This design comes from an exercise in tuning for small area, a short achievable clock period and few clock cycles per item on the open sky130 flow, not from production work.
In this exercise RTL edits were held to simulation tests only and were not proved equivalent to the original.

== build 93 ==
## mm_pe_stream
module mm_pe_stream
#(
  parameter int W         = mm_pe_stream_pkg::PE_W,
  parameter int MAX_WORDS = mm_pe_stream_pkg::PE_MAX_WORDS,
  parameter int CNT_W     = mm_pe_stream_pkg::PE_CNT_W
) (
  input  logic             clk,
  input  logic             rstn,
  input  logic             start,
  input  logic [CNT_W-1:0] n_words,
  input  logic [W-1:0]     x_j,
  input  logic [W-1:0]     m_prime,
  input  logic [W-1:0]     s_hi,
  input  logic             in_valid,
  output logic             in_ready,
  input  logic [W-1:0]     y_i,
  input  logic [W-1:0]     m_i,
  input  logic [W-1:0]     s_i,
  output logic             out_valid,
  input  logic             out_ready,
  output logic [W-1:0]     out_word,
  output logic [W-1:0]     out_top,
  output logic             busy,
  output logic             done,
  output logic             err
);
  localparam int SW = mm_pe_stream_pkg::PE_SUM_W;
  ...
Size in the first run: about 2300 cells after synthesis, about 340 flip-flops, roughly 26000 sq um of cells after synthesis.
export LEC_CHECK = 0
export CAP_MARGIN = 20
export CORE_MARGIN = 2
export CORE_UTILIZATION = 70
export CTS_BUF_LIST = sky130_fd_sc_hd__clkbuf_16
export CTS_CLUSTER_DIAMETER = 80
export CTS_CLUSTER_SIZE = 24
export SLEW_MARGIN = 60
export SYNTH_HIERARCHICAL = 1
export SYNTH_MINIMUM_KEEP_SIZE = 0
export BUFFER_PORTS_ARGS = -buffer_cell sky130_fd_sc_hd__buf_2
create_clock -name core_clock -period 12.5 [get_ports {clk}]
standard.sh (not shown) runs the stock make flow with config.mk's settings and CLKGATE_MAP_FILE= SYNTH_SCRIPT=/design/flow/synth_recipe.tcl, a recipe that flattens the netlist after the stock synthesis.
==> flow/flow/run.sh <==
#!/bin/bash
# Layout flow: the standard flow, with the port buffers made from plain
# buffers (sky130_fd_sc_hd__buf_2) instead of the cell buffer_ports picks by itself.
set -e
cp standard.sh standard_sh.txt
cp config.mk config_in.txt
echo 'export BUFFER_PORTS_ARGS = -buffer_cell sky130_fd_sc_hd__buf_2' >> config.mk
bash standard.sh > standard.log 2>&1
Testbench counts of build 93, summed over its fixed seeds: cycles 13,915, words 13,043.
diff inputs: build 93 => build 86
# build 93
export LEC_CHECK = 0
export CAP_MARGIN = 20
export CORE_MARGIN = 2
export CORE_UTILIZATION = 70
export CTS_BUF_LIST = sky130_fd_sc_hd__clkbuf_16
export CTS_CLUSTER_DIAMETER = 80
export CTS_CLUSTER_SIZE = 24
export SLEW_MARGIN = 60
export SYNTH_HIERARCHICAL = 1
export SYNTH_MINIMUM_KEEP_SIZE = 0
export BUFFER_PORTS_ARGS = -buffer_cell sky130_fd_sc_hd__buf_2
create_clock -name core_clock -period 12.5 [get_ports {clk}]
# build 86
export LEC_CHECK = 0
export CAP_MARGIN = 20
export CORE_MARGIN = 2
export CORE_UTILIZATION = 78
export CTS_BUF_LIST = sky130_fd_sc_hd__clkbuf_16
export CTS_CLUSTER_DIAMETER = 100
export CTS_CLUSTER_SIZE = 30
export SLEW_MARGIN = 45
export SYNTH_HIERARCHICAL = 1
export SYNTH_MINIMUM_KEEP_SIZE = 0
export BUFFER_PORTS_ARGS = -buffer_cell sky130_fd_sc_hd__buf_1
create_clock -name core_clock -period 12.5 [get_ports {clk}]
==> flow/flow/run.sh <==
#!/bin/bash
# Layout flow: the standard flow, with the port buffers made from plain
# buffers (sky130_fd_sc_hd__buf_1) instead of the cell buffer_ports picks by itself.
set -e
cp standard.sh standard_sh.txt
cp config.mk config_in.txt
echo 'export BUFFER_PORTS_ARGS = -buffer_cell sky130_fd_sc_hd__buf_1' >> config.mk
bash standard.sh > standard.log 2>&1
### Flow results
[compare] base=build 93 new=build 86: horizontal extent of the die decreased 10 um, number of instances in the placed design decreased 48.
Build 86 ended up with n_words[4] as its start point of the critical path; build 93 ended up with r_rows[35].
Changes in build 6 relative to build 86:
# build 86
export LEC_CHECK = 0
export CAP_MARGIN = 20
export CORE_MARGIN = 2
export CORE_UTILIZATION = 78
export CTS_BUF_LIST = sky130_fd_sc_hd__clkbuf_16
export CTS_CLUSTER_DIAMETER = 100
export CTS_CLUSTER_SIZE = 30
export SLEW_MARGIN = 45
export SYNTH_HIERARCHICAL = 1
export SYNTH_MINIMUM_KEEP_SIZE = 0
export BUFFER_PORTS_ARGS = -buffer_cell sky130_fd_sc_hd__buf_1
create_clock -name core_clock -period 12.5 [get_ports {clk}]
# build 6
export LEC_CHECK = 0
export CAP_MARGIN = 20
export CORE_MARGIN = 2
export CORE_UTILIZATION = 70
export CTS_BUF_LIST = sky130_fd_sc_hd__clkbuf_16
export CTS_CLUSTER_DIAMETER = 80
export CTS_CLUSTER_SIZE = 24
export SLEW_MARGIN = 60
export SYNTH_HIERARCHICAL = 1
export SYNTH_MINIMUM_KEEP_SIZE = 0
export BUFFER_PORTS_ARGS = -buffer_cell sky130_fd_sc_hd__buf_1
create_clock -name core_clock -period 12.5 [get_ports {clk}]
### Flow results
Per the comparison of build 6 with build 86, worst path required time decreased 150 ps; clock-buffer cell count increased 6; core outline area increased 10%; routability congestion estimate decreased about 2.5%.
Build 6 was carried through to the last stage, and its layout satisfied the timing, DRC and antenna checks.
Against build 86, the final cell area of build 6 is higher.
Number of flip-flops and latches: build 6 vs build 86 identical
Inputs modified between build 6 and build 7:
# build 6
export LEC_CHECK = 0
export CAP_MARGIN = 20
export CORE_MARGIN = 2
export CORE_UTILIZATION = 70
export CTS_BUF_LIST = sky130_fd_sc_hd__clkbuf_16
export CTS_CLUSTER_DIAMETER = 80
export CTS_CLUSTER_SIZE = 24
export SLEW_MARGIN = 60
export SYNTH_HIERARCHICAL = 1
export SYNTH_MINIMUM_KEEP_SIZE = 0
export BUFFER_PORTS_ARGS = -buffer_cell sky130_fd_sc_hd__buf_1
create_clock -name core_clock -period 12.5 [get_ports {clk}]
# build 7
export LEC_CHECK = 0
export CAP_MARGIN = 20
export CORE_MARGIN = 2
export CORE_UTILIZATION = 85
export CTS_BUF_LIST = sky130_fd_sc_hd__clkbuf_16
export CTS_CLUSTER_DIAMETER = 100
export CTS_CLUSTER_SIZE = 30
export SLEW_MARGIN = 30
export SYNTH_HIERARCHICAL = 1
export SYNTH_MINIMUM_KEEP_SIZE = 0
export BUFFER_PORTS_ARGS = -buffer_cell sky130_fd_sc_hd__buf_1
create_clock -name core_clock -period 12.5 [get_ports {clk}]
==> notes.md <==
[build 7] first-iteration DRC count rose 75% relative to build 6
Of the two candidates, build 6 has the better detailed-route wire length and build 7 the worse one.
[diff] register-to-register slack, build 7 relative to build 6: regression
Going from build 6 to build 7, fill cell instance count of the final layout now smaller; met1 layer usage reported by global route shows an increase of 7.5 points.
met2 wire length went up by more than 10% going from build 6 to build 7.
Data required time of the worst path: build 7 > build 6
Changes in build 97 relative to build 7:
# build 7
export LEC_CHECK = 0
export CAP_MARGIN = 20
export CORE_MARGIN = 2
export CORE_UTILIZATION = 85
export CTS_BUF_LIST = sky130_fd_sc_hd__clkbuf_16
export CTS_CLUSTER_DIAMETER = 100
export CTS_CLUSTER_SIZE = 30
export SLEW_MARGIN = 30
export SYNTH_HIERARCHICAL = 1
export SYNTH_MINIMUM_KEEP_SIZE = 0
export BUFFER_PORTS_ARGS = -buffer_cell sky130_fd_sc_hd__buf_1
create_clock -name core_clock -period 12.5 [get_ports {clk}]
# build 97
export LEC_CHECK = 0
export CAP_MARGIN = 20
export CORE_MARGIN = 2
export CORE_UTILIZATION = 70
export CTS_BUF_LIST = sky130_fd_sc_hd__clkbuf_16
export CTS_CLUSTER_DIAMETER = 80
export CTS_CLUSTER_SIZE = 24
export SLEW_MARGIN = 30
export SYNTH_HIERARCHICAL = 1
export SYNTH_MINIMUM_KEEP_SIZE = 0
export BUFFER_PORTS_ARGS = -buffer_cell sky130_fd_sc_hd__buf_1
create_clock -name core_clock -period 12.5 [get_ports {clk}]
==> comparison <==
- Number of rows created at floorplan for build 97: 6 up relative to build 7
- Looking at end of the critical path, the r_rows[52] result is from build 7; the r_rows[53] one comes from build 97.
- Per the comparison of build 97 with build 7, die area went up by 6700 sq um, non-clock buffer count went up by 3.8%, number of antenna violations at the first check in global routing went down by 3.
- Relative to build 7, achievable frequency increased by 1.1% in build 97.
- Going from build 7 to build 97, worst-case hold slack grows by 35 ps.
- Build 97 -> build 7: count of unique library cells instantiated by Yosys delta 0, exact match
- The flow did not stop early for build 97: all stages ran, and the layout cleared the timing, DRC and antenna checks.
Inputs modified between build 97 and build 22:
# build 97
export LEC_CHECK = 0
export CAP_MARGIN = 20
export CORE_MARGIN = 2
export CORE_UTILIZATION = 70
export CTS_BUF_LIST = sky130_fd_sc_hd__clkbuf_16
export CTS_CLUSTER_DIAMETER = 80
export CTS_CLUSTER_SIZE = 24
export SLEW_MARGIN = 30
export SYNTH_HIERARCHICAL = 1
export SYNTH_MINIMUM_KEEP_SIZE = 0
export BUFFER_PORTS_ARGS = -buffer_cell sky130_fd_sc_hd__buf_1
create_clock -name core_clock -period 12.5 [get_ports {clk}]
# build 22
export LEC_CHECK = 0
export CAP_MARGIN = 20
export CORE_MARGIN = 2
export CORE_UTILIZATION = 70
export CTS_BUF_LIST = sky130_fd_sc_hd__clkbuf_4 sky130_fd_sc_hd__clkbuf_8
export SLEW_MARGIN = 60
export SYNTH_HIERARCHICAL = 1
export SYNTH_MINIMUM_KEEP_SIZE = 0
export BUFFER_PORTS_ARGS = -buffer_cell sky130_fd_sc_hd__buf_2
create_clock -name core_clock -period 12.5 [get_ports {clk}]
==> flow/flow/run.sh <==
#!/bin/bash
# Layout flow: the standard flow, with the port buffers made from plain
# buffers (sky130_fd_sc_hd__buf_2) instead of the cell buffer_ports picks by itself.
set -e
cp standard.sh standard_sh.txt
cp config.mk config_in.txt
echo 'export BUFFER_PORTS_ARGS = -buffer_cell sky130_fd_sc_hd__buf_2' >> config.mk
bash standard.sh > standard.log 2>&1
Findings:
- Looking at standard cell with the maximum stage delay on the critical path, the sky130_fd_sc_hd__fa_1 result is from build 22; the sky130_fd_sc_hd__edfxtp_1 one comes from build 97.
- Core util | build 22 vs build 97 | build 22 higher
- Summary of build 22 over build 97: maximum frequency flat, share of the clock period used by the worst path flat, layout overhead on the synthesized area up 3.8 points.
- Taking build 97 as the reference, in build 22 total area of multi-input combinational cells has increased, via count has increased.

## port drivers added, routing unchanged
Ports are ideal in the flow. The routed layouts listed here were re-timed in OpenROAD.
Step 1 sets driving cells, clkbuf_16 on the clock port and buf_2 on the other inputs (assumed; they add their load-dependent delay and slew).
Step 2, shift: input delay + t, output delay - t, t = (earliest + latest rising clock arrival at the registers) / 2. This alone moves slack from input paths to output paths.
Slacks: ideal / step 1 / step 2; pairs: ideal / step 1.
run	t (ns)	setup WS [ns]	worst setup path after step 2
build 93	0.605	8.471 / 8.471 / 8.097	input to register
build 86	0.583	8.502 / 8.538 / 7.959	input to register
build 6	0.623	8.501 / 8.501 / 8.053	input to register
build 7	0.584	8.411 / 8.411 / 8.082	input to register
build 97	0.617	8.457 / 8.457 / 8.080	input to register
build 22	0.679	8.466 / 8.466 / 8.096	input to register
After both steps setup and hold are still met in every run listed. The setup slack of build 86, which loses most, moves by +0.036 ns with the drivers and by -0.543 ns with both steps.
